Source: an optimization exercise on an open RTL-to-GDS flow (aim: small area). Production flows keep margins and buffers that such runs may drop.
Where RTL was checked, it was by simulation tests only, not by an equivalence proof against the original.
The RTL of runs 5 and 6 was laid out without a check of its function.
Power is estimated from default activity; no workload was simulated.

--- flow/config.mk ---
export PLATFORM = sky130hd
export DESIGN_NAME = uart_echo_top
export DESIGN_NICKNAME = uart_echo_top
export VERILOG_FILES = /design/flow/design.v
export SDC_FILE = /design/flow/constraint.sdc
export NUM_CORES = 4
export LEC_CHECK = 0
export CAP_MARGIN = 20
export CORE_MARGIN = 2
export CORE_UTILIZATION = 70
export CTS_BUF_LIST = sky130_fd_sc_hd__clkbuf_8
export CTS_CLUSTER_DIAMETER = 80
export CTS_CLUSTER_SIZE = 16
export SLEW_MARGIN = 20
--- flow/constraint.sdc ---
create_clock -name core_clock -period 8.0 [get_ports {clk}]
set_input_delay 1.6000 -clock core_clock [delete_from_list [all_inputs] [get_ports {clk}]]
set_output_delay 1.6000 -clock core_clock [all_outputs]
set_load 0.01 [all_outputs]
--- flow/design.v ---
package uart_pkg;
    typedef logic [7:0] byte_t;
    localparam int DATA_BITS = 8;
    localparam logic LINE_IDLE = 1'b1;
    localparam logic START_LEVEL = 1'b0;
    localparam int CLOCKS_PER_BIT_DEFAULT = 32;
    localparam int FIFO_DEPTH_DEFAULT = 256;
endpackage
`timescale 1ns/1ps
module uart_rx #(
    parameter int CLOCKS_PER_BIT = uart_pkg::CLOCKS_PER_BIT_DEFAULT
) (
    input  logic            clk,
    input  logic            i_reset,
    input  logic            i_uart_rx,
    output logic            o_valid,
    output uart_pkg::byte_t o_data
);
    localparam int CNT_W = $clog2(CLOCKS_PER_BIT);
    localparam logic [CNT_W-1:0] SAMPLE_AT = CNT_W'(CLOCKS_PER_BIT / 2 - 1);
    localparam logic [3:0] PH_IDLE  = 4'd0;
    localparam logic [3:0] PH_START = 4'd1;
    localparam logic [3:0] PH_STOP  = 4'd2;
    localparam logic [3:0] PH_DATA0 = 4'd8;
    localparam logic [3:0] PH_DATA7 = 4'd15;
    logic [3:0]       phase;
    logic [CNT_W-1:0] bit_time;
    uart_pkg::byte_t  shift_reg;
    logic             sample;
    logic             in_data;
    logic rx_meta;
    logic rx_sync;
    logic rx_prev;
    always_ff @(posedge clk) begin
        if (i_reset) begin
            rx_meta <= uart_pkg::LINE_IDLE;
            rx_sync <= uart_pkg::LINE_IDLE;
            rx_prev <= uart_pkg::LINE_IDLE;
        end else begin
            rx_meta <= i_uart_rx;
            rx_sync <= rx_meta;
            rx_prev <= rx_sync;
        end
    end
    assign sample  = (bit_time == SAMPLE_AT);
    assign in_data = phase[3];
    always_ff @(posedge clk) begin
        if (phase == PH_IDLE) begin
            bit_time <= '0;
        end else begin
            bit_time <= bit_time + 1'b1;
        end
    end
    always_ff @(posedge clk) begin
        if (i_reset) begin
            phase   <= PH_IDLE;
            o_valid <= 1'b0;
        end else begin
            o_valid <= 1'b0;
            if (phase == PH_IDLE) begin
                if (rx_prev == uart_pkg::LINE_IDLE &&
                    rx_sync == uart_pkg::START_LEVEL) begin
                    phase <= PH_START;
                end
            end else if (sample) begin
                if (phase == PH_START) begin
                    phase <= (rx_sync == uart_pkg::START_LEVEL) ? PH_DATA0 : PH_IDLE;
                end else if (phase == PH_STOP) begin
                    o_valid <= (rx_sync == uart_pkg::LINE_IDLE);
                    phase   <= PH_IDLE;
                end else if (phase == PH_DATA7) begin
                    phase <= PH_STOP;
                end else begin
                    phase <= phase + 1'b1;
                end
            end
        end
    end
    always_ff @(posedge clk) begin
        if (in_data && sample) begin
            shift_reg <= {rx_sync, shift_reg[7:1]};
        end
    end
    assign o_data = shift_reg;
endmodule
`timescale 1ns/1ps
module byte_fifo #(
    parameter int FIFO_DEPTH = uart_pkg::FIFO_DEPTH_DEFAULT
) (
    input  logic            clk,
    input  logic            i_reset,
    input  logic            i_valid,
    input  uart_pkg::byte_t i_data,
    output logic            o_valid,
    output uart_pkg::byte_t o_data,
    input  logic            i_ready
);
    localparam int AW = $clog2(FIFO_DEPTH);
    logic [AW-1:0] wr_pos;
    logic [AW-1:0] rd_pos;
    logic          last_wr;
    logic          rd_pend;
    logic ptr_eq;
    logic mem_empty;
    logic mem_full;
    logic out_load;
    logic bypass;
    logic mem_wr;
    logic mem_rd;
    assign ptr_eq    = (wr_pos == rd_pos);
    assign mem_empty = ptr_eq && !last_wr;
    assign mem_full  = ptr_eq && last_wr;
    assign out_load = !o_valid || i_ready;
    assign bypass = out_load && mem_empty && i_valid;
    assign mem_wr = i_valid && !mem_full && !bypass;
    assign mem_rd = out_load && !mem_empty;
    logic [8*FIFO_DEPTH-1:0] ring;
    uart_pkg::byte_t         ring_out;
    uart_pkg::byte_t         ring_in;
    uart_pkg::byte_t         wr_buf;
    logic                    wr_hit;
    logic                    rd_hit;
    assign ring_out = ring[8*FIFO_DEPTH-1 -: 8];
    assign wr_hit   = (wr_pos == '0);
    assign rd_hit   = rd_pend && (rd_pos == '0);
    assign ring_in  = wr_hit ? wr_buf : ring_out;
    always_ff @(posedge clk) begin
        ring <= {ring[8*FIFO_DEPTH-9:0], ring_in};
    end
    always_ff @(posedge clk) begin
        if (i_reset) begin
            wr_pos  <= '0;
            rd_pos  <= '0;
            last_wr <= 1'b0;
            rd_pend <= 1'b0;
            o_valid <= 1'b0;
        end else begin
            if (!mem_wr) begin
                wr_pos <= wr_pos - 1'b1;
            end
            if (!mem_rd) begin
                rd_pos <= rd_pos - 1'b1;
            end
            if (mem_wr) begin
                last_wr <= 1'b1;
            end else if (mem_rd) begin
                last_wr <= 1'b0;
            end
            if (mem_rd) begin
                rd_pend <= 1'b1;
            end else if (rd_hit) begin
                rd_pend <= 1'b0;
            end
            if (out_load) begin
                o_valid <= mem_rd || bypass;
            end
        end
    end
    always_ff @(posedge clk) begin
        if (mem_wr) begin
            wr_buf <= i_data;
        end
    end
    always_ff @(posedge clk) begin
        if (rd_hit) begin
            o_data <= mem_full ? ring_out : ring_in;
        end else if (bypass) begin
            o_data <= i_data;
        end
    end
endmodule
`timescale 1ns/1ps
module uart_tx #(
    parameter int CLOCKS_PER_BIT = uart_pkg::CLOCKS_PER_BIT_DEFAULT
) (
    input  logic            clk,
    input  logic            i_reset,
    input  logic            i_valid,
    input  uart_pkg::byte_t i_data,
    output logic            o_ready,
    output logic            o_uart_tx
);
    localparam int CNT_W = $clog2(CLOCKS_PER_BIT);
    logic [9:0]       frame;
    logic [CNT_W-1:0] bit_time;
    logic             take;
    logic             bit_end;
    assign o_ready   = (frame == '0);
    assign o_uart_tx = frame[0] || o_ready;
    assign take      = o_ready && i_valid;
    assign bit_end   = (bit_time == CNT_W'(CLOCKS_PER_BIT - 1));
    always_ff @(posedge clk) begin
        if (o_ready) begin
            bit_time <= '0;
        end else begin
            bit_time <= bit_time + 1'b1;
        end
    end
    always_ff @(posedge clk) begin
        if (i_reset) begin
            frame <= '0;
        end else if (take) begin
            frame <= {1'b1, i_data, uart_pkg::START_LEVEL};
        end else if (bit_end) begin
            frame <= frame >> 1;
        end
    end
endmodule
`timescale 1ns/1ps
module uart_echo_top #(
    parameter int CLOCKS_PER_BIT = uart_pkg::CLOCKS_PER_BIT_DEFAULT,
    parameter int FIFO_DEPTH     = uart_pkg::FIFO_DEPTH_DEFAULT
) (
    input  logic clk,
    input  logic i_reset,
    input  logic i_uart_rx,
    output logic o_uart_tx
);
    logic            rx_valid;
    uart_pkg::byte_t rx_data;
    logic            fifo_valid;
    uart_pkg::byte_t fifo_data;
    logic            tx_ready;
    uart_rx #(
        .CLOCKS_PER_BIT (CLOCKS_PER_BIT)
    ) uart_rx0 (
        .clk       (clk),
        .i_reset   (i_reset),
        .i_uart_rx (i_uart_rx),
        .o_valid   (rx_valid),
        .o_data    (rx_data)
    );
    byte_fifo #(
        .FIFO_DEPTH (FIFO_DEPTH)
    ) byte_fifo0 (
        .clk     (clk),
        .i_reset (i_reset),
        .i_valid (rx_valid),
        .i_data  (rx_data),
        .o_valid (fifo_valid),
        .o_data  (fifo_data),
        .i_ready (tx_ready)
    );
    uart_tx #(
        .CLOCKS_PER_BIT (CLOCKS_PER_BIT)
    ) uart_tx0 (
        .clk       (clk),
        .i_reset   (i_reset),
        .i_valid   (fifo_valid),
        .i_data    (fifo_data),
        .o_ready   (tx_ready),
        .o_uart_tx (o_uart_tx)
    );
endmodule
--- flow/run.sh ---
#!/bin/bash
# synth_recipe.tcl (not shown) runs the flow's synth.tcl, then flattens the netlist and writes it again
# the make line also repeats each setting of config.mk as NAME=value (left out here)
make -C /OpenROAD-flow-scripts/flow DESIGN_CONFIG=/design/flow/config.mk WORK_HOME=/design/flow/orfs CLKGATE_MAP_FILE= SYNTH_SCRIPT=/design/flow/synth_recipe.tcl finish
==> impl_metrics.toml, run 1 <==
[die]
ioPinCount = 4
die_y_microns = 255.9
die_area_sq_mm = 0.06547
coreArea_sq_mm = 0.06285
start_util_pct = 70.66
die-width_microns = 255.9
rows = 92

[run_status]
status = "no timing/DRC/antenna violations"

[synth]
yosys.cell_types.count = 44
synth_xor_area_share_pct = 0.2761
yosys_warnings = 3
synthSimpleGateAreaFrac_pct = 1.434
synthFlopType = "dfxtp_1"
syn_avg_cell_area_sq_um = 18.64
async_flop_share_pct = 0
netlist_area_sq_mm = 0.04441
synth_fa_ha_area_share_pct = 0.3381
synth_compound_area_share_pct = 0.9185
synth-edff-count = 24
synth_common_cells = "dfxtp_1, nor2_1, a21oi_1"
yosysSeqAreaShare_pct = 96.07
netlist_instances = 2382
synth_top_cell_by_area = "dfxtp_1"
syn_nets = 2397
ys_ff_latch = 2119
yosys.area.top_type_share_pct = 94.44
synth.area.top_cells = "dfxtp_1, edfxtp_1, mux2i_1"
yosys.cell_count.top_type = "dfxtp_1"
muxShareOfSynthArea_pct = 0.6818
synth_top_family_by_area = "simple AND/OR/NAND/NOR gates"

[route]
dr.pass1.iters = 5
vias_per_cell = 4.459
drc = 0
postRouteAntennaNets = 0
drt_iter0_drc = 700
vias = 15100
wire_per_inst_microns = 12.86
routed_wirelength_microns = 43550

[setup_path]
critPathCaptureType = "output port"
worstPathMaxFanout = 9
worstSetupStartpointType = "register"
path_class = "register to output port"
worstReg2RegStart = "byte_fifo0.rd_pos[2]"
cp-startpoint = "uart_tx0.frame[5]"
max_stage_delay_ns = 0.53
arrival_ns = 2.69
path_cells = "nor4_1, and3_1, or2_2, clkdlybuf4s50_1"
crit_slowest_cell = "clkdlybuf4s50_1"
required_ns = 6.40

[flow_run]
maxCapViolCount = 0

[timing]
hold_slack_ns = 0.3154
period_needed_ns = 4.286
period_share_pct = 53.58
hold_violations = 0
slew_headroom_pct = 47.91
fin_tns_setup_ns = 0
setup_viol_count_final = 0
rsz0062_at_grt = "false"
finalClockSkew_ns = 0.02429
final-max-slew-violation-count = 0
tightest_slew_ns = 0.7797
fmax_mhz = 233.3

[cells_and_area]
reg_top3 = "byte_fifo0.ring x2048, uart_tx0.frame x10"
top_register = "byte_fifo0.ring"
ff_latch_area_sq_mm = 0.04266
fin_nets = 2537
largest_register_ffs = 2048
multi_input_comb_area_sq_mm = 0.001620
area_growth_syn_to_layout_pct = 7.379
drive_gt1_share_pct = 7.368
fill_cells = 3621

[clock_tree]
clkTransAtPathRegs_ns = 0.09
cts_setup_buffers = 0
clkSinkCount = 2119
cts-root-buf = "clkbuf_8"
worstSkewPairLatency_ns = 0.79
cts_hold_buf = 0
cts_tree = "built"
cts_max_level = 4
cts.repair.resized = 0
cts_buffers = 150
cts.path.max_buffers = 3

[min_path]
hold_class = "register to register"
min_from = "byte_fifo0.ring[1796]"

[power_and_ir_drop]
powerDensity_mw_per_mm2 = 338.9
leakage_nw = 18.95
ir_drop_mv = 0.2652

[global_routing]
grtUsageTotal_pct = 14.17
overflow = 0
antenna_found_initial = 3
grt_pass1_wl_microns = 75380
grt_pass1_vias = 15550
grt_max_degree = 43

[place]
place.gp.congestion = 0.7290
hpwl_microns = 21350
portBuffers = 3
[critical path, delay by kind of cell (launching register included)]
family / cells / cell delay [ns]
flip-flops: 1 / 0.34
AND/OR/NAND/NOR: 3 / 1.04
buffers and inverters: 1 / 0.53
[layer usage]
| metal | vias up | routed length [microns] | global-route usage, % |
|---|---|---|---|
| met4 | 0 | 1212 | 6.904 |
| li1 | 7655 | - | - |
| met1 | 7077 | 23620 | 21.90 |
| met5 | - | 0 | 0 |
| met3 | 112 | 2129 | 4.120 |
| met2 | 251 | 16580 | 18.30 |
[through the flow]
stage / cell area (sq um) / total power [mW] / worst slack, ns / std cells / utilization [%]
5_1_grt: 47680 / 16.82 / 3.557 / 3385 / 75.87
3_5_place_dp: 45430 / 11.76 / 4.538 / 3216 / 72.28
2_1_floorplan: 44410 / 11.62 / 5.215 / 2382 / -
3_3_place_gp: 45430 / 11.73 / 4.585 / 3216 / 72.28
4_1_cts: 47680 / 16.37 / 3.649 / 3384 / 75.87
6_report: 47680 / 16.16 / 3.714 / 3385 / 75.87
[power by group]
part	internal, mW	switching [mW]	leakage, nW
clock network	1.79	2.86	1.18
logic	0.187	0.267	0.634
registers	10.9	0.137	17.1
total	12.9	3.26	18.9
[cells by family (layout without fill, tap and decap cells)]
kind of cell	after synthesis	in the layout
XOR/XNOR	14	14
flip-flops	2119	2119
multiplexers	29	29
AND/OR/NAND/NOR	115	115
adder cells (fa/ha/maj)	12	12
other	0	1
AO/OA/AOI/OAI	64	64
buffers and inverters	29	185
[cell usage in the layout (no fill, tap or decap), types with 2 or more instances in the layout]
master | synthesis | layout
o31a_1 | 2 | 2
a21oi_1 | 32 | 32
inv_6 | 0 | 4
o221ai_1 | 5 | 5
and2_1 | 2 | 2
clkbuf_8 | 0 | 158
ha_1 | 12 | 12
xnor2_1 | 3 | 3
o31ai_1 | 2 | 2
nand3_1 | 7 | 7
o21a_1 | 3 | 3
nand2_1 | 22 | 22
mux2_2 | 9 | 9
nor2b_1 | 11 | 11
nor2_1 | 33 | 33
o21ai_0 | 9 | 9
nor3_1 | 11 | 11
or4_1 | 3 | 3
edfxtp_1 | 24 | 24
nor4_4 | 3 | 3
and3_1 | 4 | 4
xor2_1 | 11 | 11
mux2i_1 | 19 | 19
a211oi_1 | 3 | 3
dfxtp_1 | 2095 | 2095
clkdlybuf4s50_1 | 0 | 3
inv_1 | 13 | 16
or2_2 | 5 | 5
a31oi_1 | 2 | 2
nor4_1 | 3 | 3
or3_1 | 5 | 5
[worst paths after layout]
kind | end | slack, ns | depth (start not counted)
worst max-delay path | o_uart_tx | 3.71 | 4
worst min-delay path | byte_fifo0.ring[1804] | 0.32 | 0
worst max register to register | byte_fifo0.o_data[2] | 5.62 | 4
worst min register to register | byte_fifo0.ring[1804] | 0.32 | 0
[final cells by class]
class                           instances  share of cell area (%)
Antenna cell                            1                0.005248
Sequential cell                      2119                   89.46
Tap cell                              846                   2.220
Clock inverter                         10                  0.1706
Inverter                               13                  0.1023
Clock buffer                          158                   4.560
Timing Repair Buffer                    4                 0.07872
Multi-Input combinational cell        234                   3.398
==> run 2, diff against run 1 <==
--- a/flow/config.mk
+++ b/flow/config.mk
@@ -5,10 +5,11 @@
 export SDC_FILE = /design/flow/constraint.sdc
 export NUM_CORES = 4
 export LEC_CHECK = 0
+export ABC_AREA = 1
 export CAP_MARGIN = 20
 export CORE_MARGIN = 2
 export CORE_UTILIZATION = 70
 export CTS_BUF_LIST = sky130_fd_sc_hd__clkbuf_8
-export CTS_CLUSTER_DIAMETER = 80
-export CTS_CLUSTER_SIZE = 16
+export CTS_CLUSTER_DIAMETER = 60
+export CTS_CLUSTER_SIZE = 20
 export SLEW_MARGIN = 20
==> run 2 against run 1 <==
Die area rose by 0.22%. Global-route usage up 0.48 points. First-iteration DRC count rose by 20%. Combinational power rose by 12%. Via count is 0.99% higher. Setup slack worse by 0.045 ns. Power shrank 2.6%. Flip-flop and latch count did not move. Clock-buffer cell count shrank 39. Non-clock buffer count did not move. Register-to-register slack worse by 0.21 ns. Highest routed layer unchanged.
==> impl_metrics.toml, run 2 <==
[setup_path]
worstReg2RegStart = "byte_fifo0.wr_pos[4]"
worstPathMaxFanout = 15
critPathCaptureType = "output port"
arrival_ns = 2.73
cp-startpoint = "uart_tx0.frame[1]"
worstSetupStartpointType = "register"
endpoint = "o_uart_tx"
regToRegSetupSlack_ns = 5.41
r2r_end = "byte_fifo0.o_data[7]"
reg2reg_depth = 8
path_class = "register to output port"
required_ns = 6.40

[power_and_ir_drop]
p_int_mw = 12.50
leakage_nw = 18.88
combPwrFrac_pct = 3.2
seqPwrFrac_pct = 70.3
ir_drop_mv = 0.2556
swShare_pct = 20.58
p_clk_share_pct = 26.4
p_sw_mw = 3.241
power.total_mw = 15.74
powerDensity_mw_per_mm2 = 332.8

[clock_tree]
cts.path.max_buffers = 3
cts_setup_buffers = 0
worstSkewPairLatency_ns = 0.74
cts_buffers = 117
cts_tree = "built"
clkTransAtPathRegs_ns = 0.11
cts_hold_buf = 0
cts.repair.resized = 0
cts_max_level = 3
clkSinkCount = 2119
cts-root-buf = "clkbuf_8"

[timing]
hold_slack_ns = 0.3194
period_share_pct = 54.14
final-max-slew-violation-count = 0
fin_tns_setup_ns = 0
rsz0062_at_grt = "false"
slew_headroom_pct = 31.29
finalClockSkew_ns = 0.03364
period_needed_ns = 4.331
hold_violations = 0
fmax_mhz = 230.9
setup_viol_count_final = 0
tightest_slew_ns = 1.020

[route]
vias = 15250
postRouteAntennaNets = 0
wire_per_inst_microns = 13.31
routed_wirelength_microns = 46050
drc = 0
drt_iter0_drc = 840
vias_per_cell = 4.407
dr.pass1.iters = 6

[die]
die-width_microns = 256.2
ioPinCount = 4
die_area_sq_mm = 0.06561
die_y_microns = 256.2
start_util_pct = 70.68
coreArea_sq_mm = 0.06297
rows = 92

[run_status]
status = "no timing/DRC/antenna violations"

[synth]
yosys.cell_types.count = 31
yosys_warnings = 3
synth_common_cells = "dfxtp_1, nand2_1, nor2_1"
syn_nets = 2504
yosysSeqAreaShare_pct = 95.85
synth-edff-count = 24
synthFlopType = "dfxtp_1"
synth.area.top_cells = "dfxtp_1, edfxtp_1, nand2_1"
yosys.cell_count.top_type = "dfxtp_1"
netlist_area_sq_mm = 0.04451
synth_top_cell_by_area = "dfxtp_1"
ys_ff_latch = 2119
yosys.area.top_type_share_pct = 94.23
syn_avg_cell_area_sq_um = 17.88
async_flop_share_pct = 0
netlist_instances = 2489

[cells_and_area]
final_cell_mix = "dfxtp_1, clkbuf_8, nand2_1"
fin_nets = 2618
top_register = "byte_fifo0.ring"
fin_cells = 3459
drive_gt1_share_pct = 6.011
reg_top3 = "byte_fifo0.ring x2048, uart_tx0.frame x10"
area_growth_syn_to_layout_pct = 6.283
largest_register_ffs = 2048
fill_cells = 3531
layout_commonest_cell = "dfxtp_1"

[global_routing]
antenna_found_initial = 1
grt_pass1_vias = 15510
grt_max_degree = 32
grt_pass1_wl_microns = 78270
overflow = 0
grtUsageTotal_pct = 14.65

[place]
portBuffers = 3
dp_cells = 3330
hpwl_microns = 23670
place.gp.congestion = 0.8044

[flow_run]
maxCapViolCount = 0

[min_path]
hold_class = "register to register"
min_from = "byte_fifo0.ring[1930]"
==> run 2: changes by cell type after synthesis, sizes merged, moves of 10 or more <==
cell and delta:
inv +36, nand2 +98, mux2i -19, nor3 -10
nand3 +26, mux2 -10, nor2 +16, o21ai +11
a21oi +13, nor2b -11
==> run 2: how the worst min path moves through the flow <==
| stage | depth (start not counted) | to |
|---|---|---|
| floorplan | 0 | byte_fifo0.ring[1000] |
| global placement | 0 | byte_fifo0.ring[329] |
| detailed placement | 0 | byte_fifo0.ring[1016] |
| CTS | 0 | byte_fifo0.ring[1938] |
| global route | 0 | byte_fifo0.ring[1460] |
| finish | 0 | byte_fifo0.ring[1938] |
==> run 2: kinds of logic (layout without fill, tap and decap cells) <==
group / count (synthesis) / after routing / share of synthesized area (%)
buf+inv: 59 / 182 / 0.5594
other cells: 0 / 1 / 0
xor+xnor: 14 / 14 / 0.2755
compound gates: 70 / 70 / 0.8546
fa+ha+maj: 12 / 12 / 0.3373
flops: 2119 / 2119 / 95.85
simple gates: 215 / 215 / 2.120
==> run 2: final cells by class <==
cell class | count | area (sq um) | area share (%)
Antenna cell | 1 | 2.502 | 0.005290
Tap cell | 846 | 1059 | 2.238
Timing Repair Buffer | 4 | 37.54 | 0.07935
Sequential cell | 2119 | 42660 | 90.19
Inverter | 50 | 191.4 | 0.4047
Multi-Input combinational cell | 311 | 1597 | 3.375
Clock inverter | 9 | 117.6 | 0.2486
Clock buffer | 119 | 1638 | 3.462
==> run 2: per-layer routing <==
metal	wire (microns)	global-route usage (%)	vias to the layer above
li1	-	-	7835
met1	24870	23.04	7073
met2	18090	20.09	221
met3	1783	3.347	116
met4	1299	5.149	0
met5	0	0	-
==> run 2: worst max-delay path, stage by stage (launching register included) <==
cell,delay [ns]
dfxtp_1,0.35
nor2_1,0.10
nand3_1,0.11
nor2_1,0.69
or2_2,0.23
clkdlybuf4s50_1,0.53
==> run 2: through the flow <==
stage                     setup slack, ns  area [sq um]  util (%)
final                               3.669         47300     75.13
after global routing                3.422         47300     75.13
after CTS                           3.614         47300     75.12
after detailed placement            4.485         45540     72.33
after global placement              4.508         45540     72.33
after floorplan                     5.517         44510         -
==> run 2: power by group through the flow <==
stage	combinational [mW]	clock (mW)	sequential, mW
global route	0.579	4.65	11.1
global placement	0.503	0	11.3
finish	0.510	4.16	11.1
CTS	0.516	4.30	11.1
detailed placement	0.511	0	11.3
floorplan	0.399	0	11.3
==> run 3, diff against run 2 <==
--- a/flow/config.mk
+++ b/flow/config.mk
@@ -5,7 +5,6 @@
 export SDC_FILE = /design/flow/constraint.sdc
 export NUM_CORES = 4
 export LEC_CHECK = 0
-export ABC_AREA = 1
 export CAP_MARGIN = 20
 export CORE_MARGIN = 2
 export CORE_UTILIZATION = 70
==> run 3 against run 2 <==
Still clean. Register-to-register slack better by 0.19 ns. Clock skew is 0.0097 ns lower. Clock-buffer cell count is 2 lower. Synthesized cell count is 4.3% lower. Utilization is 0.17 points lower. Clock power is 2% lower. Via count is 2.7% lower. Cell count is 3.4% lower. Die area is 0.22% lower. Combinational power is 11% lower. Power is 1.0% lower. Global-route usage is 1.0 points lower. Critical path type unchanged. Largest power group unchanged. Highest routed layer unchanged.
==> impl_metrics.toml, run 3 <==
[timing]
final-max-slew-violation-count = 0
fin_tns_setup_ns = 0
fmax_mhz = 234.1
setup_ws_ns = 3.729
hold_violations = 0
slew_headroom_pct = 48.89
tightest_slew_ns = 0.7651
hold_slack_ns = 0.3238
rsz0062_at_grt = "false"
period_needed_ns = 4.271
setup_viol_count_final = 0
period_share_pct = 53.39
finalClockSkew_ns = 0.02389

[setup_path]
worstPathMaxFanout = 9
arrival_ns = 2.67
worstSetupStartpointType = "register"
regToRegSetupSlack_ns = 5.60
reg2reg_depth = 4
required_ns = 6.40
path_class = "register to output port"
critPathCaptureType = "output port"

[clock_tree]
cts_tree = "built"
cts_buffers = 116
clkSinkCount = 2119
cts_hold_buf = 0
cts.repair.resized = 0
worstSkewPairLatency_ns = 0.73
cts-root-buf = "clkbuf_8"
clkTransAtPathRegs_ns = 0.11
cts_max_level = 3
cts_setup_buffers = 0
cts.path.max_buffers = 3

[global_routing]
overflow = 0
grt_pass1_wl_microns = 73790
grt_pass1_vias = 15050
grtUsageTotal_pct = 13.65
grt_max_degree = 43
antenna_found_initial = 2

[route]
vias = 14840
wire_per_inst_microns = 12.76
vias_per_cell = 4.438
drt_iter0_drc = 636
postRouteAntennaNets = 0
dr.pass1.iters = 5
routed_wirelength_microns = 42640
drc = 0

[synth]
synth_top_cell_by_area = "dfxtp_1"
yosys.cell_types.count = 44
synth_common_cells = "dfxtp_1, nor2_1, a21oi_1"
yosysSeqAreaShare_pct = 96.07
ys_ff_latch = 2119
synthFlopType = "dfxtp_1"
yosys_warnings = 3
syn_avg_cell_area_sq_um = 18.64
synth-edff-count = 24
yosys.cell_count.top_type = "dfxtp_1"
yosys.area.top_type_share_pct = 94.44
netlist_area_sq_mm = 0.04441
syn_nets = 2397
netlist_instances = 2382
synth.area.top_cells = "dfxtp_1, edfxtp_1, mux2i_1"
async_flop_share_pct = 0

[power_and_ir_drop]
powerDensity_mw_per_mm2 = 330.8
power.total_mw = 15.58
leakage_nw = 18.63
ir_drop_mv = 0.2829

[die]
start_util_pct = 70.66
rows = 92
die_y_microns = 255.9
die_area_sq_mm = 0.06547
die-width_microns = 255.9
coreArea_sq_mm = 0.06285
ioPinCount = 4

[cells_and_area]
layout_commonest_cell = "dfxtp_1"
top_register = "byte_fifo0.ring"
final_cell_mix = "dfxtp_1, clkbuf_8, nor2_1"
stdcell_area_sq_mm = 0.04711
reg_top3 = "byte_fifo0.ring x2048, uart_tx0.frame x10"
area_growth_syn_to_layout_pct = 6.086
drive_gt1_share_pct = 5.889
fin_nets = 2503
largest_register_ffs = 2048

[min_path]
hold_class = "register to register"
whs_path_depth = 0

[place]
place.gp.congestion = 0.7290
pre_cts_ws_ns = 4.538
hpwl_microns = 21350
place_area_sq_mm = 0.04543
portBuffers = 3

[flow_run]
maxCapViolCount = 0

[run_status]
status = "no timing/DRC/antenna violations"
run 3: critical path, cell delays in order, from the launching register on:
cell and delay, ns:
dfxtp_1 0.35, nor4_1 0.42, and3_1 0.44, or2_2 0.21
clkdlybuf4s50_1 0.54
run 3: worst paths after layout:
kind | startpoint | to
hold reg to reg | byte_fifo0.ring[977] | byte_fifo0.ring[985]
setup reg to reg | byte_fifo0.rd_pos[2] | byte_fifo0.o_data[0]
setup / recovery | uart_tx0.frame[5] | o_uart_tx
hold / removal | byte_fifo0.ring[977] | byte_fifo0.ring[985]
run 3: area by class of cell:
class                           count  area (sq um)
Clock buffer                      117          1610
Antenna cell                        1         2.502
Fill cell                        3684         15740
Tap cell                          846          1059
Timing Repair Buffer                4         37.54
Clock inverter                      9         71.32
Multi-Input combinational cell    234          1620
Sequential cell                  2119         42660
Inverter                           13         48.80
run 3: stage by stage:
| stage | utilization, % | std cells |
|---|---|---|
| final | 74.96 | 3343 |
| after global routing | 74.96 | 3343 |
| after CTS | 74.95 | 3342 |
| after detailed placement | 72.28 | 3216 |
| after global placement | 72.28 | 3216 |
| after floorplan | - | 2382 |
run 3: report_power, final:
part | internal [mW] | switching (mW) | total (mW)
Sequential | 10.9 | 0.137 | 11.1
Combinational | 0.187 | 0.270 | 0.456
Clock | 1.33 | 2.72 | 4.06
run 3: layer usage:
metal / vias to the layer above / routed length [microns] / global-route usage, %
li1: 7574 / - / -
met1: 6955 / 23620 / 21.97
met2: 208 / 16040 / 17.84
met3: 98 / 1801 / 3.070
met4: 0 / 1181 / 5.653
met5: - / 0 / 0
run 3: kinds of logic after synthesis:
logic type,count (synthesis),share of synthesized area (%)
and+or+nand+nor,115,1.434
adders and majority gates,12,0.3381
xor gates and xnor gates,14,0.2761
muxes,29,0.6818
DFF,2119,96.07
buffers and inverters,29,0.2846
AOI/OAI and AO/OA,64,0.9185
==> run 4, diff against run 3 <==
==> flow/flow/run.sh (new file) <==
#!/bin/bash
# Standard layout, with the clock tree built without dummy loads.
set -euo pipefail
export CTS_ARGS="-sink_clustering_enable -repair_clock_nets -dont_use_dummy_load -buf_list sky130_fd_sc_hd__clkbuf_8 -sink_clustering_size 20 -sink_clustering_max_diameter 60"
bash standard.sh > flow_make.log 2>&1
==> flow/standard.sh (new file) <==
#!/bin/bash
# synth_recipe.tcl (not shown) runs the flow's synth.tcl, then flattens the netlist and writes it again
# the make line also repeats each setting of config.mk as NAME=value (left out here)
make -C /OpenROAD-flow-scripts/flow DESIGN_CONFIG=/design/flow/config.mk WORK_HOME=/design/flow/orfs CLKGATE_MAP_FILE= SYNTH_SCRIPT=/design/flow/synth_recipe.tcl "${@:-finish}"
removed: flow/run.sh
==> run 4 against run 3 <==
Hold slack worse by 0.015 ns. Power fell by 0.44%. Synthesized cell count did not move. Flip-flop and latch count unchanged. Setup slack better by 0.072 ns. Maximum frequency up 1.7%. Highest routed layer unchanged. Clock-buffer cell count fell by 1. Clock power fell by 2%. Sequential share of layout area increased by 0.16 points. Largest cell class unchanged. Cell area is 0.18% lower. First-iteration DRC count up 2.5%.
==> impl_metrics.toml, run 4 <==
[run_status]
status = "no timing/DRC/antenna violations"

[min_path]
worstHoldEndpoint = "byte_fifo0.ring[1801]"
whs_path_depth = 0
hold_class = "register to register"
min_from = "byte_fifo0.ring[1793]"

[route]
drt_iter0_drc = 652
wire_per_inst_microns = 12.78
dr.pass1.iters = 5
vias = 14830
drc = 0
postRouteAntennaNets = 0
vias_per_cell = 4.448
routed_wirelength_microns = 42620

[synth]
synth_common_cells = "dfxtp_1, nor2_1, a21oi_1"
yosys_warnings = 3
yosys.area.top_type_share_pct = 94.44
async_flop_share_pct = 0
synth_top_cell_by_area = "dfxtp_1"
synth.area.top_cells = "dfxtp_1, edfxtp_1, mux2i_1"
syn_avg_cell_area_sq_um = 18.64
yosysSeqAreaShare_pct = 96.07
netlist_area_sq_mm = 0.04441
synthFlopType = "dfxtp_1"
netlist_instances = 2382
yosys.cell_count.top_type = "dfxtp_1"
yosys.cell_types.count = 44
synth-edff-count = 24
ys_ff_latch = 2119
syn_nets = 2397

[place]
hpwl_microns = 21350
place.gp.congestion = 0.7290
dp_cells = 3216
portBuffers = 3

[cells_and_area]
drive_gt1_share_pct = 5.551
fin_cells = 3334
fin_nets = 2503
reg_top3 = "byte_fifo0.ring x2048, uart_tx0.frame x10"
largest_register_ffs = 2048
layout_commonest_cell = "dfxtp_1"
final_cell_mix = "dfxtp_1, clkbuf_8, nor2_1"
area_growth_syn_to_layout_pct = 5.900
top_register = "byte_fifo0.ring"

[power_and_ir_drop]
power.total_mw = 15.52
ir_drop_mv = 0.2829
leakage_nw = 18.60
powerDensity_mw_per_mm2 = 329.9

[setup_path]
path_cells = "nor4_1, and3_1, or2_2, clkdlybuf4s50_1"
worstReg2RegStart = "byte_fifo0.rd_pos[2]"
crit_slowest_cell = "clkdlybuf4s50_1"
path_delay_family = "simple AND/OR/NAND/NOR gates"
required_ns = 6.40
arrival_ns = 2.60
max_stage_delay_ns = 0.54
path_class = "register to output port"
cp-startpoint = "uart_tx0.frame[5]"
worstSetupStartpointType = "register"
regToRegSetupSlack_ns = 5.55
r2r_end = "byte_fifo0.o_data[0]"
critPathCaptureType = "output port"
critPathBufInv = 1
worstPathMaxFanout = 9
reg2reg_depth = 4

[timing]
setup_viol_count_final = 0
final-max-slew-violation-count = 0
finalClockSkew_ns = 0.06501
tightest_slew_ns = 0.8119
slew_headroom_pct = 45.75
rsz0062_at_grt = "false"
period_needed_ns = 4.199
hold_violations = 0
period_share_pct = 52.49
fin_tns_setup_ns = 0
fmax_mhz = 238.1

[clock_tree]
worstSkewPairLatency_ns = 0.73
cts_tree = "built"
cts_setup_buffers = 0
cts_buffers = 116
cts.path.max_buffers = 3
cts-root-buf = "clkbuf_8"
cts_max_level = 3
cts_hold_buf = 0
clkTransAtPathRegs_ns = 0.11
cts.repair.resized = 0
clkSinkCount = 2119

[die]
die_area_sq_mm = 0.06547
rows = 92
die_y_microns = 255.9
ioPinCount = 4
coreArea_sq_mm = 0.06285
die-width_microns = 255.9
start_util_pct = 70.66

[flow_run]
maxCapViolCount = 0

[global_routing]
grt_pass1_wl_microns = 73770
overflow = 0
grtUsageTotal_pct = 13.64
grt_max_degree = 43
grt_pass1_vias = 15030
antenna_found_initial = 2
## run 4: cell types whose count changed in the layout (fill, tap and decap cells not counted)
cell,previous run,this run
clkinvlp_4,4,0
inv_1,14,13
inv_8,1,0
inv_6,2,0
clkinv_4,1,0
clkbuf_8,117,116
diode_2,1,2
## run 4: cell families after synthesis
kind of cell	count (synthesis)	share of synthesized area, %
AOI/OAI and AO/OA	64	0.9185
xor gates and xnor gates	14	0.2761
adders and majority gates	12	0.3381
buffers and inverters	29	0.2846
DFF	2119	96.07
muxes	29	0.6818
and+or+nand+nor	115	1.434
## run 4: where the power goes
group,total (mW),leakage [nW],internal (mW),switching [mW]
clock network,3.99,0.834,1.31,2.68
logic,0.454,0.634,0.187,0.267
registers,11.1,17.1,10.9,0.137
total,15.5,18.6,12.4,3.09
## run 4: metrics by stage
| step | cell area (sq um) | setup slack, ns | utilization, % | hold slack [ns] |
|---|---|---|---|---|
| after floorplan | 44410 | 5.215 | - | 0.3096 |
| after global placement | 45430 | 4.585 | 72.28 | 0.3099 |
| after detailed placement | 45430 | 4.538 | 72.28 | 0.3121 |
| after CTS | 47020 | 3.733 | 74.82 | 0.3054 |
| after global routing | 47030 | 3.652 | 74.82 | 0.3166 |
| final | 47030 | 3.801 | 74.82 | 0.3087 |
## run 4: metal layers
layer  vias up  track usage, %  share of wire [%]
li1       7564               -                  -
met5         -               0                  0
met2       220           17.84                 38
met4         0           5.799                2.9
met3       102           2.902                4.2
met1      6945           21.98                 55
## run 4: worst max path at each step
stage | end | slack [ns] | depth (start not counted)
after floorplan | o_uart_tx | 5.22 | 4
after global placement | o_uart_tx | 4.58 | 4
after detailed placement | o_uart_tx | 4.54 | 4
after CTS | o_uart_tx | 3.73 | 4
after global routing | o_uart_tx | 3.65 | 4
final | o_uart_tx | 3.80 | 4
## run 4: cell type report
| class | count | area [sq um] |
|---|---|---|
| Sequential cell | 2119 | 42660 |
| Fill cell | 3689 | 15820 |
| Multi-Input combinational cell | 234 | 1620 |
| Clock buffer | 116 | 1597 |
| Tap cell | 846 | 1059 |
| Inverter | 13 | 48.80 |
| Timing Repair Buffer | 4 | 37.54 |
| Antenna cell | 2 | 5.005 |
==> run 5, diff against run 4 <==
--- a/flow/design.v
+++ b/flow/design.v
@@ -16,11 +16,12 @@
     output logic            o_valid,
     output uart_pkg::byte_t o_data
 );
-    localparam int CNT_W = $clog2(CLOCKS_PER_BIT);
-    localparam logic [CNT_W-1:0] SAMPLE_AT = CNT_W'(CLOCKS_PER_BIT / 2 - 1);
+    localparam int CNT_W = 5;
+    localparam logic [CNT_W-1:0] SAMPLE_AT = 5'b11110;
     localparam logic [3:0] PH_IDLE  = 4'd0;
     localparam logic [3:0] PH_START = 4'd1;
     localparam logic [3:0] PH_STOP  = 4'd2;
+    localparam logic [3:0] PH_VALID = 4'd4;
     localparam logic [3:0] PH_DATA0 = 4'd8;
     localparam logic [3:0] PH_DATA7 = 4'd15;
     logic [3:0]       phase;
@@ -28,6 +29,7 @@
     uart_pkg::byte_t  shift_reg;
     logic             sample;
     logic             in_data;
+    logic             in_idle;
     logic rx_meta;
     logic rx_sync;
     logic rx_prev;
@@ -44,30 +46,32 @@
     end
     assign sample  = (bit_time == SAMPLE_AT);
     assign in_data = phase[3];
-    always_ff @(posedge clk) begin
-        if (phase == PH_IDLE) begin
+    assign in_idle = (phase == PH_IDLE) || (phase == PH_VALID);
+    assign o_valid = (phase == PH_VALID);
+    always_ff @(posedge clk) begin
+        if (in_idle) begin
             bit_time <= '0;
         end else begin
-            bit_time <= bit_time + 1'b1;
-        end
-    end
-    always_ff @(posedge clk) begin
-        if (i_reset) begin
-            phase   <= PH_IDLE;
-            o_valid <= 1'b0;
-        end else begin
-            o_valid <= 1'b0;
-            if (phase == PH_IDLE) begin
+            bit_time <= {bit_time[3:0],
+                         bit_time[4] ^ bit_time[2] ^ (bit_time[3:0] == '0)};
+        end
+    end
+    always_ff @(posedge clk) begin
+        if (i_reset) begin
+            phase <= PH_IDLE;
+        end else begin
+            if (in_idle) begin
                 if (rx_prev == uart_pkg::LINE_IDLE &&
                     rx_sync == uart_pkg::START_LEVEL) begin
                     phase <= PH_START;
+                end else begin
+                    phase <= PH_IDLE;
                 end
             end else if (sample) begin
                 if (phase == PH_START) begin
                     phase <= (rx_sync == uart_pkg::START_LEVEL) ? PH_DATA0 : PH_IDLE;
                 end else if (phase == PH_STOP) begin
-                    o_valid <= (rx_sync == uart_pkg::LINE_IDLE);
-                    phase   <= PH_IDLE;
+                    phase <= (rx_sync == uart_pkg::LINE_IDLE) ? PH_VALID : PH_IDLE;
                 end else if (phase == PH_DATA7) begin
                     phase <= PH_STOP;
                 end else begin
@@ -180,7 +184,7 @@
     output logic            o_ready,
     output logic            o_uart_tx
 );
-    localparam int CNT_W = $clog2(CLOCKS_PER_BIT);
+    localparam int CNT_W = 5;
     logic [9:0]       frame;
     logic [CNT_W-1:0] bit_time;
     logic             take;
@@ -188,12 +192,13 @@
     assign o_ready   = (frame == '0);
     assign o_uart_tx = frame[0] || o_ready;
     assign take      = o_ready && i_valid;
-    assign bit_end   = (bit_time == CNT_W'(CLOCKS_PER_BIT - 1));
+    assign bit_end   = (bit_time == 5'b10000);
     always_ff @(posedge clk) begin
         if (o_ready) begin
             bit_time <= '0;
         end else begin
-            bit_time <= bit_time + 1'b1;
+            bit_time <= {bit_time[3:0],
+                         bit_time[4] ^ bit_time[2] ^ (bit_time[3:0] == '0)};
         end
     end
     always_ff @(posedge clk) begin
==> run 5 against run 4 <==
Die area down 0.18%. Global-route usage up 0.085 points. Critical path depth unchanged. Largest cell class unchanged. Highest routed layer unchanged.
==> impl_metrics.toml, run 5 <==
[run_status]
status = "no timing/DRC/antenna violations"

[clock_tree]
cts_hold_buf = 0
cts_setup_buffers = 0
cts_buffers = 116
cts.repair.resized = 0
cts_tree = "built"
cts.path.max_buffers = 3
clkTransAtPathRegs_ns = 0.11
cts-root-buf = "clkbuf_8"
worstSkewPairLatency_ns = 0.73
cts_max_level = 3
clkSinkCount = 2118

[global_routing]
grtUsageTotal_pct = 13.73
overflow = 0
antenna_found_initial = 1
grt_pass1_vias = 15090
grt_pass1_wl_microns = 74440
grt_max_degree = 44

[timing]
period_needed_ns = 4.354
fin_tns_setup_ns = 0
tightest_slew_ns = 0.7312
final-max-slew-violation-count = 0
setup_viol_count_final = 0
rsz0062_at_grt = "false"
hold_violations = 0
setup_ws_ns = 3.646
slew_headroom_pct = 51.15
period_share_pct = 54.42
finalClockSkew_ns = 0.06211
fmax_mhz = 229.7

[cells_and_area]
largest_register_ffs = 2048
top_register = "byte_fifo0.ring"
final_cell_mix = "dfxtp_1, clkbuf_8, nor2_1"
fill_cells = 3681
area_growth_syn_to_layout_pct = 5.902
reg_top3 = "byte_fifo0.ring x2048, uart_tx0.frame x10"
drive_gt1_share_pct = 5.667
fin_nets = 2501
layout_commonest_cell = "dfxtp_1"

[min_path]
whs_path_depth = 0
hold_class = "register to register"
min_from = "byte_fifo0.ring[711]"
worstHoldEndpoint = "byte_fifo0.ring[719]"

[synth]
netlist_instances = 2384
yosys.cell_types.count = 51
async_flop_share_pct = 0
syn_avg_cell_area_sq_um = 18.59
synth_top_cell_by_area = "dfxtp_1"
synth.area.top_cells = "dfxtp_1, edfxtp_1, a21oi_1"
yosysSeqAreaShare_pct = 96.20
yosys_warnings = 3
synth_common_cells = "dfxtp_1, nor2_1, a21oi_1"
ys_ff_latch = 2118
syn_nets = 2395
yosys.area.top_type_share_pct = 94.57
netlist_area_sq_mm = 0.04433
yosys.cell_count.top_type = "dfxtp_1"
synthFlopType = "dfxtp_1"
synth-edff-count = 24

[die]
coreArea_sq_mm = 0.06285
die-width_microns = 255.6
die_y_microns = 255.6
ioPinCount = 4
rows = 92
start_util_pct = 70.53
die_area_sq_mm = 0.06535

[place]
portBuffers = 3
place.gp.congestion = 0.7268
hpwl_microns = 21010
pre_cts_ws_ns = 4.408

[setup_path]
required_ns = 6.40
critPathCaptureType = "output port"
regToRegSetupSlack_ns = 5.47
worstReg2RegStart = "uart_rx0.phase[0]"
worstPathMaxFanout = 9
reg2reg_depth = 6
r2r_end = "byte_fifo0.wr_buf[1]"
worstSetupStartpointType = "register"
path_class = "register to output port"
arrival_ns = 2.75

[route]
vias = 14670
dr.pass1.iters = 4
vias_per_cell = 4.398
drc = 0
postRouteAntennaNets = 0
drt_iter0_drc = 571
wire_per_inst_microns = 12.82
routed_wirelength_microns = 42760

[power_and_ir_drop]
ir_drop_mv = 0.2460
leakage_nw = 18.56
powerDensity_mw_per_mm2 = 330.3
power.total_mw = 15.50

[flow_run]
maxCapViolCount = 0
==> run 5: area by class of cell <==
| class | count | area [sq um] | area share, % |
|---|---|---|---|
| Sequential cell | 2118 | 42640 | 90.83 |
| Clock buffer | 116 | 1597 | 3.401 |
| Multi-Input combinational cell | 238 | 1563 | 3.329 |
| Tap cell | 846 | 1059 | 2.255 |
| Inverter | 12 | 45.04 | 0.09595 |
| Timing Repair Buffer | 4 | 37.54 | 0.07996 |
| Antenna cell | 1 | 2.502 | 0.005331 |
==> run 5: kinds of logic after synthesis <==
| kind of cell | after synthesis | synth area share, % |
|---|---|---|
| AOI/OAI and AO/OA | 70 | 1.090 |
| and+or+nand+nor | 129 | 1.516 |
| xor gates and xnor gates | 12 | 0.2371 |
| muxes | 19 | 0.4573 |
| DFF | 2118 | 96.20 |
| adders and majority gates | 8 | 0.2258 |
| buffers and inverters | 28 | 0.2794 |
==> run 5: layer usage <==
metal / share of wire, % / vias to the layer above / global-route usage [%] / wire length (microns)
li1: - / 7576 / - / -
met1: 56 / 6831 / 22.17 / 24040
met2: 37 / 153 / 17.91 / 16030
met3: 3.2 / 107 / 3.179 / 1389
met4: 3.1 / 0 / 5.409 / 1307
met5: 0 / - / 0 / 0
==> run 5: worst max-delay path by stage <==
stage	slack (ns)	startpoint	to
global route	3.39	uart_tx0.frame[5]	o_uart_tx
global placement	4.47	uart_tx0.frame[5]	o_uart_tx
CTS	3.60	uart_tx0.frame[5]	o_uart_tx
finish	3.65	uart_tx0.frame[5]	o_uart_tx
floorplan	5.19	uart_tx0.frame[5]	o_uart_tx
detailed placement	4.41	uart_tx0.frame[5]	o_uart_tx
==> run 5: where the power goes <==
part           total (mW)  leakage [nW]  internal (mW)  switching (mW)
Combinational       0.462         0.603          0.187           0.274
Clock                3.99         0.834           1.31            2.69
Sequential           11.0          17.1           10.9           0.131
Total                15.5          18.6           12.4            3.09
==> run 5: through the flow <==
step           cell area [sq um]  std cells  hold slack [ns]  util [%]
3_5_place_dp               45340       3218           0.3121     72.15
6_report                   46940       3335           0.2637     74.69
2_1_floorplan              44330       2384           0.3096         -
3_3_place_gp               45340       3218           0.3101     72.15
4_1_cts                    46940       3334           0.2644     74.69
5_1_grt                    46940       3335           0.2546     74.69
==> run 5: worst max-delay path, cell delays in order (launching register included) <==
cell	delay, ns
dfxtp_1	0.34
nor4_1	0.58
nand3_1	0.38
nand2b_1	0.22
clkdlybuf4s50_1	0.55
==> run 6, diff against run 5 <==
==> flow/flow/run.sh (replaced) <==
#!/bin/bash
# Standard layout, with the clock tree built without dummy loads.
set -euo pipefail
export CTS_ARGS="-sink_clustering_enable -repair_clock_nets -dont_use_dummy_load -buf_list sky130_fd_sc_hd__clkbuf_8 -sink_clustering_size 22 -sink_clustering_max_diameter 60"
bash standard.sh > flow_make.log 2>&1
==> run 6 against run 5 <==
First-iteration DRC count increased by 7.5%. Maximum frequency about the same. Critical endpoint unchanged. Clock-buffer cell count decreased by 10. Sequential power about the same. Die area unchanged. Cell count decreased by 0.30%. Largest cell class unchanged. Sequential share of layout area increased by 0.27 points.
==> impl_metrics.toml, run 6 <==
[global_routing]
grt_pass1_wl_microns = 73730
overflow = 0
grtUsageTotal_pct = 13.59
grt_pass1_vias = 14980
antenna_found_initial = 1
grt_max_degree = 44

[clock_tree]
cts-root-buf = "clkbuf_8"
cts.repair.resized = 0
worstSkewPairLatency_ns = 0.70
clkTransAtPathRegs_ns = 0.12
cts_max_level = 3
cts.path.max_buffers = 3
cts_buffers = 106
clkSinkCount = 2118
cts_setup_buffers = 0
cts_hold_buf = 0
cts_tree = "built"

[synth]
yosys.cell_count.top_type = "dfxtp_1"
synth_common_cells = "dfxtp_1, nor2_1, a21oi_1"
syn_nets = 2395
yosys.cell_types.count = 51
synthFlopType = "dfxtp_1"
async_flop_share_pct = 0
ys_ff_latch = 2118
synth-edff-count = 24
yosys.area.top_type_share_pct = 94.57
yosysSeqAreaShare_pct = 96.20
synth_top_cell_by_area = "dfxtp_1"
syn_avg_cell_area_sq_um = 18.59
synth.area.top_cells = "dfxtp_1, edfxtp_1, a21oi_1"
netlist_instances = 2384
netlist_area_sq_mm = 0.04433
yosys_warnings = 3

[timing]
hold_slack_ns = 0.3122
setup_viol_count_final = 0
period_share_pct = 54.37
rsz0062_at_grt = "false"
tightest_slew_ns = 0.7264
hold_violations = 0
period_needed_ns = 4.350
final-max-slew-violation-count = 0
fmax_mhz = 229.9
slew_headroom_pct = 51.47
finalClockSkew_ns = 0.03218
fin_tns_setup_ns = 0

[setup_path]
required_ns = 6.40
arrival_ns = 2.75
path_class = "register to output port"
critPathCaptureType = "output port"
path_cells = "nor4_1, nand3_1, nand2b_1, clkdlybuf4s50_1"
worstPathMaxFanout = 9
crit_slowest_cell = "nor4_1"
max_stage_delay_ns = 0.57
worstSetupStartpointType = "register"

[flow_run]
maxCapViolCount = 0

[run_status]
status = "no timing/DRC/antenna violations"

[min_path]
hold_class = "register to register"

[route]
postRouteAntennaNets = 0
wire_per_inst_microns = 12.77
vias = 14600
vias_per_cell = 4.391
dr.pass1.iters = 6
drt_iter0_drc = 614
routed_wirelength_microns = 42480
drc = 0

[die]
coreArea_sq_mm = 0.06285
start_util_pct = 70.53
die_area_sq_mm = 0.06535
ioPinCount = 4
die-width_microns = 255.6
rows = 92
die_y_microns = 255.6

[cells_and_area]
layout_commonest_cell = "dfxtp_1"
final_cell_mix = "dfxtp_1, clkbuf_8, nor2_1"
fin_nets = 2491
top_register = "byte_fifo0.ring"
area_growth_syn_to_layout_pct = 5.592
drive_gt1_share_pct = 5.287
largest_register_ffs = 2048
final_util_pct = 74.47
reg_top3 = "byte_fifo0.ring x2048, uart_tx0.frame x10"
fin_cells = 3325

[place]
portBuffers = 3
place.gp.congestion = 0.7268
hpwl_microns = 21010
dp_cells = 3218

[power_and_ir_drop]
leakage_nw = 18.49
powerDensity_mw_per_mm2 = 328.4
ir_drop_mv = 0.2245
run 6: layer usage:
layer,up-vias,share of wire [%],track usage [%]
met5,-,0,0
met4,0,2.7,5.539
met3,95,3.2,2.822
met2,148,38,17.84
met1,6811,56,22.01
li1,7547,-,-
run 6: where the power goes:
part	internal, mW	total (mW)	leakage [nW]	switching [mW]
sequential	10.9	11.1	17.1	0.131
clock	1.20	3.86	0.762	2.66
combinational	0.187	0.460	0.603	0.273
run 6: cell families (layout without fill, tap and decap cells):
logic type,count (synthesis),after routing,synth area share [%]
compound gates,70,70,1.090
buf+inv,28,122,0.2794
mux,19,19,0.4573
xor+xnor,12,12,0.2371
simple gates,129,129,1.516
other cells,0,1,0
flops,2118,2118,96.20
fa+ha+maj,8,8,0.2258
run 6: worst paths after layout:
| kind | start | endpoint | slack (ns) | cells after the start |
|---|---|---|---|---|
| setup / recovery | uart_tx0.frame[5] | o_uart_tx | 3.65 | 4 |
| hold / removal | byte_fifo0.ring[55] | byte_fifo0.ring[63] | 0.31 | 0 |
| setup reg to reg | uart_rx0.phase[0] | byte_fifo0.wr_buf[7] | 5.48 | 6 |
| hold reg to reg | byte_fifo0.ring[55] | byte_fifo0.ring[63] | 0.31 | 0 |
run 6: worst max-delay path, delay by kind of cell (launching register included):
kind,cells,cell delay (ns)
buffers and inverters,1,0.55
and+or+nand+nor,3,1.15
DFF,1,0.35
run 6: area by class of cell:
class                   instances  area [sq um]
well taps                     846          1059
clock buffers                 106          1459
inverters                      12         45.04
multi-input cells             238          1563
repair buffers                  4         37.54
diodes                          1         2.502
flip-flops and latches       2118         42640
fillers                      3685         16040
run 6: metrics by stage:
stage / total power, mW / setup WS (ns) / cell area (sq um)
finish: 15.37 / 3.650 / 46810
global route: 15.99 / 3.396 / 46810
CTS: 15.53 / 3.591 / 46800
detailed placement: 11.75 / 4.408 / 45340
global placement: 11.72 / 4.474 / 45340
floorplan: 11.61 / 5.192 / 44330
==> run 7, diff against run 6 <==
--- a/flow/design.v
+++ b/flow/design.v
@@ -23,7 +23,7 @@
     localparam logic [3:0] PH_STOP  = 4'd2;
     localparam logic [3:0] PH_VALID = 4'd4;
     localparam logic [3:0] PH_DATA0 = 4'd8;
-    localparam logic [3:0] PH_DATA7 = 4'd15;
+    localparam logic [3:0] PH_DATA7 = 4'd12;
     logic [3:0]       phase;
     logic [CNT_W-1:0] bit_time;
     uart_pkg::byte_t  shift_reg;
@@ -75,7 +75,8 @@
                 end else if (phase == PH_DATA7) begin
                     phase <= PH_STOP;
                 end else begin
-                    phase <= phase + 1'b1;
+                    phase <= {1'b1, phase[1:0],
+                              phase[2] ^ phase[1] ^ (phase[1:0] == '0)};
                 end
             end
         end
@@ -104,6 +105,8 @@
     logic [AW-1:0] rd_pos;
     logic          last_wr;
     logic          rd_pend;
+    logic [AW-1:0] wr_next;
+    logic [AW-1:0] rd_next;
     logic ptr_eq;
     logic mem_empty;
     logic mem_full;
@@ -111,6 +114,10 @@
     logic bypass;
     logic mem_wr;
     logic mem_rd;
+    assign wr_next = {wr_pos[6:0],
+                      wr_pos[7] ^ wr_pos[5] ^ wr_pos[4] ^ wr_pos[3] ^ (wr_pos[6:0] == '0)};
+    assign rd_next = {rd_pos[6:0],
+                      rd_pos[7] ^ rd_pos[5] ^ rd_pos[4] ^ rd_pos[3] ^ (rd_pos[6:0] == '0)};
     assign ptr_eq    = (wr_pos == rd_pos);
     assign mem_empty = ptr_eq && !last_wr;
     assign mem_full  = ptr_eq && last_wr;
@@ -140,10 +147,10 @@
             o_valid <= 1'b0;
         end else begin
             if (!mem_wr) begin
-                wr_pos <= wr_pos - 1'b1;
+                wr_pos <= wr_next;
             end
             if (!mem_rd) begin
-                rd_pos <= rd_pos - 1'b1;
+                rd_pos <= rd_next;
             end
             if (mem_wr) begin
                 last_wr <= 1'b1;
==> flow/flow/run.sh (replaced) <==
#!/bin/bash
# Standard layout, with the clock tree built without dummy loads.
set -euo pipefail
export CTS_ARGS="-sink_clustering_enable -repair_clock_nets -dont_use_dummy_load -buf_list sky130_fd_sc_hd__clkbuf_8 -sink_clustering_size 20 -sink_clustering_max_diameter 60"
bash standard.sh > flow_make.log 2>&1
==> run 7 against run 6 <==
Combinational power down 16%. Critical path type unchanged. Critical endpoint unchanged. Clock power up 3%. Maximum frequency up 7.7%. Sequential share of layout area up 0.37 points. Synthesized cell count down 2.0%. Still clean. Setup slack better by 0.31 ns. Clock skew up 0.012 ns. Global-route usage down 0.093 points. Die area down 0.73%. Cell area down 0.41%. Largest cell class unchanged.
==> impl_metrics.toml, run 7 <==
[cells_and_area]
final_cell_mix = "dfxtp_1, clkbuf_8, nor2_1"
top_register = "byte_fifo0.ring"
layout_commonest_cell = "dfxtp_1"
fin_nets = 2447
final_util_pct = 75.26
area_growth_syn_to_layout_pct = 5.949
drive_gt1_share_pct = 5.569
reg_top3 = "byte_fifo0.ring x2048, uart_tx0.frame x10"
largest_register_ffs = 2048

[synth]
yosys_warnings = 3
yosys.area.top_type_share_pct = 95.28
yosysSeqAreaShare_pct = 96.92
synth_common_cells = "dfxtp_1, nor2_1, nand2_1"
syn_nets = 2339
yosys.cell_types.count = 42
yosys.cell_count.top_type = "dfxtp_1"
synthFlopType = "dfxtp_1"
synth_top_cell_by_area = "dfxtp_1"
syn_avg_cell_area_sq_um = 18.83
ys_ff_latch = 2118
netlist_area_sq_mm = 0.04400
synth.area.top_cells = "dfxtp_1, edfxtp_1, mux2i_1"
synth-edff-count = 24
async_flop_share_pct = 0
netlist_instances = 2336

[die]
die-width_microns = 254.7
coreArea_sq_mm = 0.06194
start_util_pct = 71.03
die_y_microns = 254.7
die_area_sq_mm = 0.06487
rows = 91
ioPinCount = 4

[timing]
final-max-slew-violation-count = 0
slew_headroom_pct = 54.59
rsz0062_at_grt = "false"
period_needed_ns = 4.039
hold_violations = 0
fmax_mhz = 247.6
setup_ws_ns = 3.961
fin_tns_setup_ns = 0
tightest_slew_ns = 0.6812
period_share_pct = 50.49
finalClockSkew_ns = 0.04398
setup_viol_count_final = 0

[setup_path]
required_ns = 6.40
critPathBufInv = 1
max_stage_delay_ns = 0.58
worstPathMaxFanout = 6
arrival_ns = 2.44
crit_slowest_cell = "clkdlybuf4s50_1"
path_delay_family = "simple AND/OR/NAND/NOR gates"
worstSetupStartpointType = "register"
critPathCaptureType = "output port"
path_class = "register to output port"
path_cells = "nor4_1, nand3_1, nand2b_1, clkdlybuf4s50_1"

[route]
drt_iter0_drc = 665
drc = 0
routed_wirelength_microns = 42070
vias_per_cell = 4.386
vias = 14390
wire_per_inst_microns = 12.83
dr.pass1.iters = 4
postRouteAntennaNets = 0

[place]
hpwl_microns = 20680
portBuffers = 3
pre_cts_ws_ns = 4.715
place.gp.congestion = 0.7450

[clock_tree]
clkTransAtPathRegs_ns = 0.12
cts.repair.resized = 0
cts_tree = "built"
cts.path.max_buffers = 3
cts_max_level = 3
cts-root-buf = "clkbuf_8"
cts_setup_buffers = 0
clkSinkCount = 2118
cts_buffers = 115
worstSkewPairLatency_ns = 0.72
cts_hold_buf = 0

[min_path]
hold_class = "register to register"

[power_and_ir_drop]
leakage_nw = 18.56
powerDensity_mw_per_mm2 = 329.4
power.total_mw = 15.35
ir_drop_mv = 0.2517

[global_routing]
grt_pass1_wl_microns = 70890
grt_max_degree = 37
antenna_found_initial = 2
overflow = 0
grtUsageTotal_pct = 13.50
grt_pass1_vias = 14330

[flow_run]
maxCapViolCount = 0

[run_status]
status = "no timing/DRC/antenna violations"
==> run 7: cell types whose count changed after synthesis, moves of 7 or more <==
cell,change
a21oi_1,-10
ha_1,-8
mux2i_1,+14
nor3_1,-12
xnor2_1,+9
xor2_1,-7
==> run 7: cells by family (layout without fill, tap and decap cells) <==
kind of cell | count (synthesis) | in the layout | share of synthesized area, %
xor gates and xnor gates | 14 | 14 | 0.2787
muxes | 31 | 31 | 0.7280
DFF | 2118 | 2118 | 96.92
other | 0 | 1 | 0
and+or+nand+nor | 104 | 104 | 1.155
AOI/OAI and AO/OA | 49 | 49 | 0.7451
buffers and inverters | 20 | 126 | 0.1763
==> run 7: metal layers <==
layer	up-vias	wire (microns)	global-route usage [%]
met5	-	0	0
met3	106	1436	3.327
met4	0	1266	5.230
li1	7396	-	-
met2	157	15530	17.46
met1	6727	23840	21.79
==> run 7: power by group <==
part           leakage (nW)  switching (mW)  internal [mW]
registers              17.2           0.108           10.9
logic                 0.538           0.214          0.174
clock network         0.827            2.69           1.30
total                  18.6            3.01           12.3
==> run 7: worst register-to-register path: stages (launching register included) <==
cell	delay, ns
dfxtp_1	0.36
or4_1	0.59
o311a_4	0.35
o31ai_4	0.48
inv_1	0.32
==> run 7: cell type report <==
type / instances / area (sq um)
flip-flops and latches: 2118 / 42640
fillers: 3533 / 15320
clock buffers: 115 / 1583
multi-input cells: 198 / 1279
well taps: 837 / 1047
repair buffers: 5 / 40.04
inverters: 6 / 22.52
diodes: 1 / 2.502
==> run 7: stage by stage <==
step / cells / hold slack (ns) / instance area (sq um)
floorplan: 2336 / 0.3096 / 44000
global placement: 3164 / 0.3095 / 45030
detailed placement: 3164 / 0.3121 / 45030
CTS: 3279 / 0.2921 / 46610
global route: 3280 / 0.3013 / 46610
finish: 3280 / 0.2981 / 46610
==> run 7: worst paths after layout <==
| check | start | endpoint | slack [ns] | cells past startpoint |
|---|---|---|---|---|
| max reg2reg | uart_tx0.frame[9] | byte_fifo0.wr_buf[4] | 5.56 | 4 |
| max | uart_tx0.frame[5] | o_uart_tx | 3.96 | 4 |
| min reg2reg | byte_fifo0.ring[1773] | byte_fifo0.ring[1781] | 0.30 | 0 |
| min | byte_fifo0.ring[1773] | byte_fifo0.ring[1781] | 0.30 | 0 |
==> run 8, diff against run 7 <==
==> flow/flow/run.sh (replaced) <==
#!/bin/bash
# Standard layout, with the clock tree built without dummy loads.
set -euo pipefail
export CTS_ARGS="-sink_clustering_enable -repair_clock_nets -dont_use_dummy_load -buf_list sky130_fd_sc_hd__clkbuf_8 -sink_clustering_size 18 -sink_clustering_max_diameter 60"
bash standard.sh > flow_make.log 2>&1
==> run 8 against run 7 <==
Combinational power about the same. Clock skew decreased by 0.0032 ns. Hold slack improved by 0.0061 ns. Cell count increased by 0.61%. Global-route usage increased by 0.45 points. Utilization increased by 0.44 points. First-iteration DRC count decreased by 11%. Clock power increased by 7.3%. Setup slack got worse by 0.025 ns. Largest cell class unchanged. Highest routed layer unchanged.
==> impl_metrics.toml, run 8 <==
[power_and_ir_drop]
leakage_nw = 18.70
p_sw_mw = 3.083
powerDensity_mw_per_mm2 = 333.8
seqPwrFrac_pct = 70.1
p_int_mw = 12.57
combPwrFrac_pct = 2.5
ir_drop_mv = 0.2043
power.total_mw = 15.65
swShare_pct = 19.70
p_clk_share_pct = 27.4

[die]
die-width_microns = 254.7
start_util_pct = 71.03
die_y_microns = 254.7
die_area_sq_mm = 0.06487
ioPinCount = 4
rows = 91
coreArea_sq_mm = 0.06194

[min_path]
whs_path_depth = 0
worstHoldEndpoint = "byte_fifo0.ring[1201]"
hold_class = "register to register"
min_from = "byte_fifo0.ring[1193]"

[timing]
period_needed_ns = 4.064
period_share_pct = 50.80
finalClockSkew_ns = 0.04074
rsz0062_at_grt = "false"
slew_headroom_pct = 53.38
fmax_mhz = 246.1
hold_violations = 0
fin_tns_setup_ns = 0
final-max-slew-violation-count = 0
setup_viol_count_final = 0
tightest_slew_ns = 0.6993

[synth]
yosys.area.top_type_share_pct = 95.28
async_flop_share_pct = 0
syn_nets = 2339
synthFlopType = "dfxtp_1"
ys_ff_latch = 2118
synth_common_cells = "dfxtp_1, nor2_1, nand2_1"
yosysSeqAreaShare_pct = 96.92
syn_avg_cell_area_sq_um = 18.83
netlist_area_sq_mm = 0.04400
yosys_warnings = 3
netlist_instances = 2336
synth_top_cell_by_area = "dfxtp_1"
yosys.cell_types.count = 42
synth.area.top_cells = "dfxtp_1, edfxtp_1, mux2i_1"
yosys.cell_count.top_type = "dfxtp_1"
synth-edff-count = 24

[global_routing]
antenna_found_initial = 2
grtUsageTotal_pct = 13.96
grt_pass1_wl_microns = 72110
grt_pass1_vias = 14560
overflow = 0
grt_max_degree = 37

[route]
drt_iter0_drc = 595
wire_per_inst_microns = 12.96
drc = 0
vias = 14490
vias_per_cell = 4.392
dr.pass1.iters = 5
routed_wirelength_microns = 42780
postRouteAntennaNets = 0

[setup_path]
worstPathMaxFanout = 6
crit_slowest_cell = "clkdlybuf4s50_1"
path_class = "register to output port"
required_ns = 6.40
worstSetupStartpointType = "register"
arrival_ns = 2.46
reg2reg_depth = 4
r2r_end = "byte_fifo0.wr_buf[0]"
max_stage_delay_ns = 0.58
critPathCaptureType = "output port"
path_cells = "nor4_1, nand3_1, nand2b_1, clkdlybuf4s50_1"
regToRegSetupSlack_ns = 5.59
worstReg2RegStart = "uart_tx0.frame[9]"

[cells_and_area]
fin_nets = 2467
largest_register_ffs = 2048
reg_top3 = "byte_fifo0.ring x2048, uart_tx0.frame x10"
area_growth_syn_to_layout_pct = 6.575
drive_gt1_share_pct = 6.336
layout_commonest_cell = "dfxtp_1"
final_cell_mix = "dfxtp_1, clkbuf_8, nor2_1"
top_register = "byte_fifo0.ring"

[clock_tree]
clkSinkCount = 2118
cts_hold_buf = 0
cts-root-buf = "clkbuf_8"
clkTransAtPathRegs_ns = 0.10
cts.path.max_buffers = 3
worstSkewPairLatency_ns = 0.77
cts_max_level = 4
cts_setup_buffers = 0
cts.repair.resized = 0
cts_buffers = 135
cts_tree = "built"

[place]
place.gp.congestion = 0.7450
hpwl_microns = 20680
portBuffers = 3

[flow_run]
maxCapViolCount = 0

[run_status]
status = "no timing/DRC/antenna violations"
[run 8: cell counts after synthesis]
No cell type changed its count.
[run 8: power groups by stage]
stage	Combinational, mW	Sequential (mW)	Clock [mW]
after floorplan	0.299	11.2	0
after global placement	0.373	11.2	0
after detailed placement	0.389	11.2	0
after CTS	0.391	11.0	4.45
after global routing	0.431	11.0	4.82
final	0.387	11.0	4.28
[run 8: metal layers]
layer	share of wire, %	wire, microns	vias up	track usage, %
met5	0	0	-	0
li1	-	-	7435	-
met4	2.9	1247	0	6.500
met2	37	15730	182	17.69
met1	56	24090	6769	21.93
met3	4.0	1706	107	4.103
[run 8: area by class of cell]
class                      count  area, sq um
antenna                        1        2.502
tap                          837         1047
clock buffer                 135         1858
multi-input combinational    198         1279
fill                        3501        15050
sequential                  2118        42640
inverter                       6        22.52
timing repair buffer           5        40.04
[run 8: stage by stage]
stage / setup slack [ns] / area [sq um] / utilization (%) / cells / hold WS [ns]
2_1_floorplan: 5.473 / 44000 / - / 2336 / 0.3096
3_3_place_gp: 4.592 / 45030 / 72.71 / 3164 / 0.3095
3_5_place_dp: 4.715 / 45030 / 72.70 / 3164 / 0.3121
4_1_cts: 3.827 / 46890 / 75.70 / 3299 / 0.3024
5_1_grt: 3.749 / 46890 / 75.70 / 3300 / 0.3012
6_report: 3.936 / 46890 / 75.70 / 3300 / 0.3042
[run 8: critical path: cells and delay by family, from the launching register on]
family                 cells  cell delay [ns]
and+or+nand+nor            3             0.80
DFF                        1             0.35
buffers and inverters      1             0.58
[run 8: worst max path at each step]
stage                 startpoint               end  slack (ns)
2_1_floorplan  uart_tx0.frame[5]         o_uart_tx        5.47
3_3_place_gp             i_reset  uart_rx0.rx_prev        4.59
3_5_place_dp   uart_tx0.frame[5]         o_uart_tx        4.72
4_1_cts        uart_tx0.frame[5]         o_uart_tx        3.83
5_1_grt        uart_tx0.frame[5]         o_uart_tx        3.75
6_report       uart_tx0.frame[5]         o_uart_tx        3.94
[run 8: cell families after synthesis]
| kind of cell | after synthesis | synth area share (%) |
|---|---|---|
| mux | 31 | 0.7280 |
| flops | 2118 | 96.92 |
| compound gates | 49 | 0.7451 |
| simple gates | 104 | 1.155 |
| xor+xnor | 14 | 0.2787 |
| buf+inv | 20 | 0.1763 |

[what the ideal ports hide]
How much do the figures lean on ideal ports? The routed layouts below were timed once more, with nothing changed but the port constraints.
Step 1 (the two cells are an assumption about what drives the block):
set clk [get_ports {clk}]
set_driving_cell -lib_cell sky130_fd_sc_hd__clkbuf_16 $clk
set_driving_cell -lib_cell sky130_fd_sc_hd__buf_2 [delete_from_list [all_inputs] $clk]
Step 2 moves the port delays by t, midway between the first and last clock arrival at a register: inputs arrive t later, outputs are due t later. That takes back most of the time a late clock gives input paths.
Three values: ideal, step 1, step 2; two values: the first two.
| run | t (ns) | setup WS [ns] | hold WS [ns] | worst data-port slew with drivers (ns) |
|---|---|---|---|---|
| run 1 | 0.835 | 3.714 / 3.657 / 4.492 | 0.315 / 0.315 / 0.315 | 0.03 |
| run 2 | 0.778 | 3.669 / 3.613 / 4.391 | 0.319 / 0.319 / 0.319 | 0.03 |
| run 3 | 0.768 | 3.729 / 3.676 / 4.444 | 0.324 / 0.324 / 0.324 | 0.03 |
| run 4 | 0.747 | 3.801 / 3.748 / 4.495 | 0.309 / 0.309 / 0.309 | 0.03 |
| run 5 | 0.758 | 3.646 / 3.588 / 4.346 | 0.264 / 0.264 / 0.264 | 0.03 |
| run 6 | 0.752 | 3.650 / 3.592 / 4.343 | 0.312 / 0.312 / 0.312 | 0.03 |
| run 7 | 0.756 | 3.961 / 3.908 / 4.663 | 0.298 / 0.298 / 0.298 | 0.03 |
| run 8 | 0.799 | 3.936 / 3.882 / 4.682 | 0.304 / 0.304 / 0.304 | 0.03 |
After both steps setup and hold are still met in every run listed.
